Background: an optimization exercise with open tools, aiming at small area and few clock cycles. Do not read the settings as production practice.
Only simulation tests tie the RTL to the original design; equivalence was not proved.
Power is estimated from default activity; no workload was simulated.

## design/flow/config.mk

```make
export PLATFORM = sky130hd
export DESIGN_NAME = window_mismatch_histogram
export DESIGN_NICKNAME = window_mismatch_histogram
export VERILOG_FILES = /design/flow/design.v
export SDC_FILE = /design/flow/constraint.sdc
export NUM_CORES = 4
export LEC_CHECK = 0
export CAP_MARGIN = 20
export CORE_MARGIN = 2
export CORE_UTILIZATION = 40
export SLEW_MARGIN = 20
```

## design/flow/constraint.sdc

```tcl
create_clock -name core_clock -period 7.0 [get_ports {i_clk}]
set_input_delay 1.4000 -clock core_clock [delete_from_list [all_inputs] [get_ports {i_clk}]]
set_output_delay 1.4000 -clock core_clock [all_outputs]
set_load 0.01 [all_outputs]
```

## design/flow/design.v

```verilog
package wmh_pkg;
    localparam int DEF_WINDOW_MAX  = 32;
    localparam int DEF_COUNT_WIDTH = 16;
    localparam int BYTE_W      = 8;
    localparam int LEN_W       = 6;
    localparam int OUT_W       = 32;
    localparam int CFG_IDX_W   = 3;
    localparam int CFG_DATA_W  = 64;
    localparam int GUIDE_WORDS = 4;
    localparam int WORD_CHARS  = CFG_DATA_W / BYTE_W;
    localparam int GUIDE_CHARS = GUIDE_WORDS * WORD_CHARS;
    localparam int GIDX_W      = $clog2(GUIDE_CHARS);
    localparam int BINS        = 6;
    localparam logic [LEN_W-1:0] WIN_LEN_RST = LEN_W'(32);
    localparam logic [CFG_IDX_W-1:0] CFG_WIN_LEN   = CFG_IDX_W'(0);
    localparam logic [CFG_IDX_W-1:0] CFG_GUIDE_0   = CFG_IDX_W'(1);
    localparam logic [CFG_IDX_W-1:0] CFG_GUIDE_1   = CFG_IDX_W'(2);
    localparam logic [CFG_IDX_W-1:0] CFG_GUIDE_2   = CFG_IDX_W'(3);
    localparam logic [CFG_IDX_W-1:0] CFG_GUIDE_3   = CFG_IDX_W'(4);
    typedef logic [GUIDE_CHARS-1:0][BYTE_W-1:0] t_guide;
    typedef struct packed {
        logic            go;
        logic            last;
        logic [BINS-1:0] hit;
    } t_hist_upd;
endpackage
import wmh_pkg::*;
module wmh_match #(
    parameter int WINDOW_MAX = DEF_WINDOW_MAX
) (
    input  logic [WINDOW_MAX-1:0][BYTE_W-1:0] i_window,
    input  logic [GUIDE_CHARS-1:0][BYTE_W-1:0] i_guide,
    input  logic [LEN_W-1:0]                  i_len,
    output logic [WINDOW_MAX-1:0]             o_mm
);
    always_comb begin
        logic [LEN_W-1:0] v_idx;
        v_idx = '0;
        for (int j = 0; j < WINDOW_MAX; j++) begin
            v_idx   = i_len - LEN_W'(j) - LEN_W'(1);
            o_mm[j] = (LEN_W'(j) < i_len) &&
                      (i_window[j] != i_guide[v_idx[GIDX_W-1:0]]);
        end
    end
endmodule
import wmh_pkg::*;
module wmh_hist #(
    parameter int COUNT_WIDTH = DEF_COUNT_WIDTH
) (
    input  logic                             i_clk,
    input  logic                             i_rst_n,
    input  wmh_pkg::t_hist_upd                   i_upd,
    output logic [BINS-1:0][COUNT_WIDTH-1:0] o_next
);
    logic [BINS-1:0][COUNT_WIDTH-1:0] r_cnt;
    always_comb begin
        for (int k = 0; k < BINS; k++) begin
            if (i_upd.hit[k] && (r_cnt[k] != '1)) begin
                o_next[k] = r_cnt[k] + COUNT_WIDTH'(1);
            end else begin
                o_next[k] = r_cnt[k];
            end
        end
    end
    always_ff @(posedge i_clk) begin
        if (!i_rst_n) begin
            for (int k = 0; k < BINS; k++) r_cnt[k] <= '0;
        end else if (i_upd.go) begin
            for (int k = 0; k < BINS; k++) begin
                r_cnt[k] <= i_upd.last ? '0 : o_next[k];
            end
        end
    end
endmodule
import wmh_pkg::*;
module window_mismatch_histogram #(
    parameter int WINDOW_MAX  = DEF_WINDOW_MAX,
    parameter int COUNT_WIDTH = DEF_COUNT_WIDTH
) (
    input  logic                  i_clk,
    input  logic                  i_rst_n,
    input  logic                  i_cfg_valid,
    output logic                  o_cfg_ready,
    input  logic [CFG_IDX_W-1:0]  i_cfg_index,
    input  logic [CFG_DATA_W-1:0] i_cfg_data,
    input  logic                  i_in_valid,
    output logic                  o_in_ready,
    input  logic [BYTE_W-1:0]     i_in_base,
    input  logic                  i_in_last,
    output logic                  o_out_valid,
    input  logic                  i_out_ready,
    output logic [OUT_W-1:0]      o_out_exact_hits,
    output logic [OUT_W-1:0]      o_out_one_mismatch_hits,
    output logic [OUT_W-1:0]      o_out_two_mismatch_hits,
    output logic [OUT_W-1:0]      o_out_three_mismatch_hits,
    output logic [OUT_W-1:0]      o_out_four_mismatch_hits,
    output logic [OUT_W-1:0]      o_out_five_mismatch_hits
);
    logic [LEN_W-1:0] r_win_len;
    logic [GUIDE_CHARS-1:0][BYTE_W-1:0] r_guide;
    logic [LEN_W-1:0] len_eff;
    logic [WINDOW_MAX-1:0][BYTE_W-1:0] r_window;
    logic [LEN_W-1:0]                  r_fill;
    logic [LEN_W-1:0]                  n_fill;
    logic r_a_valid, r_a_en, r_a_last;
    logic                  r_b_valid, r_b_en, r_b_last;
    logic [WINDOW_MAX-1:0] r_b_mm;
    logic [WINDOW_MAX-1:0] mm;
    logic            r_c_valid, r_c_last;
    logic [BINS-1:0] r_c_hit;
    logic [BINS-1:0] n_c_hit;
    logic             r_out_valid;
    logic [BINS-1:0][OUT_W-1:0] r_out;
    logic                   accept, out_free, c_go, c_ready, b_ready, a_ready;
    logic                   win_en;
    logic [BINS-1:0][COUNT_WIDTH-1:0] cnt_next;
    logic [BINS-1:0][OUT_W-1:0]       cnt_cap;
    wmh_pkg::t_hist_upd     hist_upd;
    assign o_cfg_ready = 1'b1;
    always_ff @(posedge i_clk) begin
        if (!i_rst_n) begin
            r_win_len <= WIN_LEN_RST;
            r_guide   <= '0;
        end else if (i_cfg_valid) begin
            case (i_cfg_index)
                CFG_WIN_LEN: r_win_len <= i_cfg_data[LEN_W-1:0];
                CFG_GUIDE_0: for (int c = 0; c < WORD_CHARS; c++)
                                 r_guide[0*WORD_CHARS + c] <= i_cfg_data[c*BYTE_W +: BYTE_W];
                CFG_GUIDE_1: for (int c = 0; c < WORD_CHARS; c++)
                                 r_guide[1*WORD_CHARS + c] <= i_cfg_data[c*BYTE_W +: BYTE_W];
                CFG_GUIDE_2: for (int c = 0; c < WORD_CHARS; c++)
                                 r_guide[2*WORD_CHARS + c] <= i_cfg_data[c*BYTE_W +: BYTE_W];
                CFG_GUIDE_3: for (int c = 0; c < WORD_CHARS; c++)
                                 r_guide[3*WORD_CHARS + c] <= i_cfg_data[c*BYTE_W +: BYTE_W];
                default: ;
            endcase
        end
    end
    always_comb begin
        if (r_win_len == '0) begin
            len_eff = LEN_W'(1);
        end else if (r_win_len > LEN_W'(WINDOW_MAX)) begin
            len_eff = LEN_W'(WINDOW_MAX);
        end else begin
            len_eff = r_win_len;
        end
    end
    assign out_free = !r_out_valid || i_out_ready;
    assign c_go     = r_c_valid && (!r_c_last || out_free);
    assign c_ready  = !r_c_valid || c_go;
    assign b_ready  = !r_b_valid || c_ready;
    assign a_ready  = !r_a_valid || b_ready;
    assign o_in_ready = a_ready;
    assign accept     = i_in_valid && a_ready;
    always_comb begin
        n_fill = (r_fill < LEN_W'(WINDOW_MAX)) ? r_fill + LEN_W'(1) : r_fill;
    end
    assign win_en = (n_fill >= len_eff);
    always_ff @(posedge i_clk) begin
        if (accept) begin
            r_window[0] <= i_in_base;
            for (int j = 1; j < WINDOW_MAX; j++) r_window[j] <= r_window[j-1];
        end
    end
    always_ff @(posedge i_clk) begin
        if (!i_rst_n) begin
            r_fill <= '0;
        end else if (accept) begin
            r_fill <= i_in_last ? '0 : n_fill;
        end
    end
    always_ff @(posedge i_clk) begin
        if (!i_rst_n) begin
            r_a_valid <= 1'b0;
        end else if (a_ready) begin
            r_a_valid <= accept;
        end
    end
    always_ff @(posedge i_clk) begin
        if (accept) begin
            r_a_en   <= win_en;
            r_a_last <= i_in_last;
        end
    end
    wmh_match #(
        .WINDOW_MAX (WINDOW_MAX)
    ) u_match (
        .i_window (r_window),
        .i_guide  (r_guide),
        .i_len    (len_eff),
        .o_mm     (mm)
    );
    always_ff @(posedge i_clk) begin
        if (!i_rst_n) begin
            r_b_valid <= 1'b0;
        end else if (b_ready) begin
            r_b_valid <= r_a_valid;
        end
    end
    always_ff @(posedge i_clk) begin
        if (r_a_valid && b_ready) begin
            r_b_mm   <= mm;
            r_b_en   <= r_a_en;
            r_b_last <= r_a_last;
        end
    end
    always_comb begin
        for (int k = 0; k < BINS; k++) begin
            n_c_hit[k] = r_b_en && ($countones(r_b_mm) == k);
        end
    end
    always_ff @(posedge i_clk) begin
        if (!i_rst_n) begin
            r_c_valid <= 1'b0;
        end else if (c_ready) begin
            r_c_valid <= r_b_valid;
        end
    end
    always_ff @(posedge i_clk) begin
        if (r_b_valid && c_ready) begin
            r_c_hit  <= n_c_hit;
            r_c_last <= r_b_last;
        end
    end
    assign hist_upd.go   = c_go;
    assign hist_upd.last = r_c_last;
    assign hist_upd.hit  = r_c_hit;
    wmh_hist #(
        .COUNT_WIDTH (COUNT_WIDTH)
    ) u_hist (
        .i_clk   (i_clk),
        .i_rst_n (i_rst_n),
        .i_upd   (hist_upd),
        .o_next  (cnt_next)
    );
    generate
        if (COUNT_WIDTH > OUT_W) begin : g_cap
            always_comb begin
                for (int k = 0; k < BINS; k++) begin
                    cnt_cap[k] = (|cnt_next[k][COUNT_WIDTH-1:OUT_W]) ? '1
                                 : cnt_next[k][OUT_W-1:0];
                end
            end
        end else begin : g_ext
            always_comb begin
                for (int k = 0; k < BINS; k++) cnt_cap[k] = OUT_W'(cnt_next[k]);
            end
        end
    endgenerate
    always_ff @(posedge i_clk) begin
        if (!i_rst_n) begin
            r_out_valid <= 1'b0;
        end else if (c_go && r_c_last) begin
            r_out_valid <= 1'b1;
        end else if (i_out_ready) begin
            r_out_valid <= 1'b0;
        end
    end
    always_ff @(posedge i_clk) begin
        if (c_go && r_c_last) begin
            for (int k = 0; k < BINS; k++) r_out[k] <= cnt_cap[k];
        end
    end
    assign o_out_valid               = r_out_valid;
    assign o_out_exact_hits          = r_out[0];
    assign o_out_one_mismatch_hits   = r_out[1];
    assign o_out_two_mismatch_hits   = r_out[2];
    assign o_out_three_mismatch_hits = r_out[3];
    assign o_out_four_mismatch_hits  = r_out[4];
    assign o_out_five_mismatch_hits  = r_out[5];
endmodule
```

## design/flow/run.sh

```bash
#!/bin/bash
# synth_recipe.tcl (not shown) runs the flow's synth.tcl, then flattens the netlist and writes it again
# the make line also repeats each setting of config.mk as NAME=value (left out here)
make -C /OpenROAD-flow-scripts/flow DESIGN_CONFIG=/design/flow/config.mk WORK_HOME=/design/flow/orfs CLKGATE_MAP_FILE= SYNTH_SCRIPT=/design/flow/synth_recipe.tcl finish
```

==> run_results.csv <==
group,metric,value,unit
place,io_buffers,178,
sta,drv_slew,0,
drt,via_per_inst,6.47,
die,io_pins,276,
synthesis,seq_area_frac_synth,37.2,%
synthesis,synth_cell_types,84,
synthesis,synthCells,5074,
die,start_util,40.4,%
synthesis,ys_warn_count,3,
global_route,antenna_found_initial,6,
cts,cts-resized-gates,0,
synthesis,syn-cell-area,51700,µm²
cts,htree_num_levels,3,
power_and_ir_drop,p_per_area,197,nW/µm²
final_layout,final_area,58100,µm²
sta,slew_headroom,14.3,%
die,rows,131,
synthesis,yosys.area.top_type_share,23.0,%
cts,cts_sinks,763,
setup_path,crit_type,"flip-flop to flip-flop",
setup_path,crit_required,7.55,ns
die,core,128000,µm²
power_and_ir_drop,p_int,0.00831,W
power_and_ir_drop,power_frac_seq,43.9,%
cts,root_buffer,"clkbuf_16",
sta,worst_slew_pin_slew,1.25,ns
sta,max_freq,164,MHz
drt,drc,0,
cts,hold_buffers,0,
sta,fin_crit_sh,87.3,%
cts,clk_pin_slew,0.06,ns
synthesis,synthArstFlopShare,0,%
place,place_area,55000,µm²
sta,finalCriticalPeriod,6.11,ns
power_and_ir_drop,switching_share,27.5,%
synthesis,post_synth.cell_area_avg,10.2,µm²
power_and_ir_drop,power_switching,0.00316,W
die,fp.dieArea,132000,µm²
setup_path,crit_path_end,"r_c_hit[5]",
global_route,grt_pass1_wl,318,mm
setup_path,critPathMaxFanout,4,
sta,fin_worst_skew,0.0774,ns
die,fp.dieH,363,µm
drt,dr.pass1.iters,6,
power_and_ir_drop,clkPwrFrac,43.9,%
place,finalWeightedCongestion,1.10,
setup_path,crit_start,"r_b_mm[27]",
global_route,grt_max_degree,170,
synthesis,synth-seq-cells,763,
cts,cts_buffers,88,
global_route,overflow,0,
drt,vias,44200,
cts,cts_tree,"yes",
setup_path,rr_startpoint,"r_b_mm[27]",
hold_path,min_path_type,"flip-flop to flip-flop",
drt,routed_wl,229,mm
global_route,grt_usage,34.0,%
power_and_ir_drop,p_leak,19.7,nW
setup_path,ff2ff_setup_slack,0.89,ns
setup_path,r2r-end,"r_c_hit[5]",
final_layout,drive_above_1_share,12.3,%
cts,cts_buffer_depth,3,
drt,wl_per_cell,33.4,µm
sta,setup_viol,0,
cts,clkLatencyLatePin,0.77,ns
setup_path,crit_arrival,6.66,ns
sta,final.setup.tns,0,ns
synthesis,synth_edf_count,395,
power_and_ir_drop,p_comb_share,12.2,%
die,die_x,363,µm
drt,drt_iter0_drc,6347,
run_status,status,"finished clean",
setup_path,r2r_cells,21,
sta,rsz0062_at_grt,"false",
synthesis,ys.flop_type,"edfxtp_1",
place,dp_hpwl,174,mm
synthesis,synthTopCellsByArea,"edfxtp_1 (23%), dfxtp_1 (14%), mux4_2 (13%), mux2i_1 (5.5%), xnor2_1 (5.3%)",
sta,hold_violations,0,
final_layout,finish.net_count,5234,
global_route,grt_pass1_vias,40800,
power_and_ir_drop,ir_drop,0.200,mV
setup_path,end_kind,"flip-flop",
synthesis,yosys.area.top_type,"edfxtp_1",
flow_run,cap_violations,0,
cts,post_cts_buffers,0,
final_layout,areaGrowthSynthToFinish,12.5,%
setup_path,start_kind,"flip-flop",
hold_path,hold_depth,0,
drt,detail-route-antenna-nets,0,
[metal layers]
metal | wire (µm) | vias up | track usage (%)
met3 | 25300 | 695 | 10.1
met2 | 98500 | 2711 | 50.9
li1 | - | 18800 | -
met5 | 17 | - | 0
met1 | 85100 | 22000 | 41.9
met4 | 19500 | 2 | 23.9
[power by group through the flow]
stage | Sequential [W] | Clock [W] | Combinational [W]
after floorplan | 0.00503 | 0 | 0.000903
after global placement | 0.00513 | 0 | 0.00135
after detailed placement | 0.00513 | 0 | 0.00135
after CTS | 0.00503 | 0.00510 | 0.00136
after global routing | 0.00504 | 0.00527 | 0.00147
final | 0.00504 | 0.00504 | 0.00139
[kinds of logic after synthesis]
logic type | count (synthesis) | share of synthesized area (%)
AOI/OAI and AO/OA | 1018 | 14.0
xor gates and xnor gates | 480 | 8.14
adders and majority gates | 63 | 1.89
buffers and inverters | 568 | 4.97
DFF | 763 | 37.2
muxes | 590 | 18.5
other | 2 | 0.0145
and+or+nand+nor | 1590 | 15.2
[state kept, by name (all words and copies together), names as in the netlist, 6 cells and up]
name                       flops
r_guide                      256
r_window                     256
u_hist.r_cnt                  96
r_b_mm                        32
o_out_exact_hits              16
o_out_five_mismatch_hits      16
o_out_four_mismatch_hits      16
o_out_one_mismatch_hits       16
o_out_three_mismatch_hits     16
o_out_two_mismatch_hits       16
r_c_hit                        6
r_fill                         6
r_win_len                      6
[worst max-delay path, cell delays in order, from the launching register on]
cell and delay [ns]:
edfxtp_1 0.40, fa_1 0.54, inv_1 0.05, fa_1 0.47, fa_1 0.50, inv_1 0.05
fa_1 0.47, inv_1 0.05, fa_1 0.48, inv_1 0.05, fa_1 0.48, inv_1 0.05
fa_1 0.45, fa_1 0.50, inv_1 0.04, ha_1 0.20, fa_1 0.43, nand3b_1 0.17
o21ai_0 0.06, and3_1 0.18, nand2b_1 0.11, nor3b_1 0.20
[worst min-delay path by stage]
stage / from / to
floorplan: r_a_en / r_b_en
global placement: r_b_last / r_c_last
detailed placement: r_a_last / r_b_last
CTS: r_a_last / r_b_last
global route: r_a_last / r_b_last
finish: r_a_last / r_b_last
[synth_stat cells, drive strengths merged, types with 127 or more instances]
cell	number
mux4	292
mux2i	285
xor2	169
nand2	708
nor2	220
buf	189
dfxtp	368
clkbuf	293
a22oi	190
a21oi	127
xnor2	311
a21boi	276
edfxtp	395
[layout by cell type, fill, tap and decap left out, types with 40 or more instances in the layout]
cell,netlist,final
nor3_1,58,58
mux4_2,292,292
a21boi_0,276,275
nor4bb_1,48,48
a22oi_1,190,190
nor2_1,220,214
xor2_1,169,169
nor4_1,47,46
nand3_1,78,76
conb_1,2,97
edfxtp_1,395,395
nand4_1,74,74
nor4b_1,50,50
clkbuf_16,0,88
nand2_1,708,707
clkdlybuf4s50_1,0,177
o21ai_0,116,114
xnor2_1,311,304
inv_1,80,77
or4_1,41,40
mux2i_1,285,285
nor2b_1,108,108
buf_4,100,128
a21oi_1,126,126
dfxtp_1,368,364
[through the flow]
step	util, %	instances	power [W]	worst slack, ns	hold WS [ns]
2_1_floorplan	-	5169	0.00594	0.264	0.400
4_1_cts	45.5	6826	0.0115	0.804	0.426
6_report	45.5	6832	0.0115	0.891	0.422
3_3_place_gp	43.0	6661	0.00648	0.884	0.405
5_1_grt	45.5	6830	0.0118	0.531	0.445
3_5_place_dp	43.0	6662	0.00648	0.780	0.411
[area by class of cell]
| type | instances | area (µm²) |
|---|---|---|
| Antenna cell | 6 | 15.0 |
| Timing Repair Buffer | 313 | 2890 |
| Clock inverter | 56 | 842 |
| Inverter | 86 | 335 |
| Sequential cell | 763 | 19200 |
| Multi-Input combinational cell | 3838 | 30400 |
| Tap cell | 1662 | 2080 |
| Fill cell | 12000 | 69700 |
| Clock buffer | 108 | 2340 |
Testbench counts, summed over its fixed seeds: cycles 13,702.

port drivers added, routing unchanged:
No port has a modelled driver above. Below, the same layout with a new extraction and two added sets of constraints. Step 1 (the two cells are an assumption about what drives the block):
set clk [get_ports {i_clk}]
set_driving_cell -lib_cell sky130_fd_sc_hd__clkbuf_16 $clk
set_driving_cell -lib_cell sky130_fd_sc_hd__buf_2 [delete_from_list [all_inputs] $clk]
Step 2 moves the port delays by t, midway between the first and last clock arrival at a register: inputs arrive t later, outputs are due t later. That takes back most of the time a late clock gives input paths. a / b / c = ideal / step 1 / step 2; a / b = the first two.
t (ns): 0.811
slack for setup (ns): 0.891 / 0.891 / 0.891
hold slack, ns: 0.422 / 0.422 / 0.422
cell pins on the clock port's net: 1
After both steps this run still meets setup and hold. For this run, drivers alone change the setup slack by 0.000 ns; drivers and shift together by 0.000 ns.
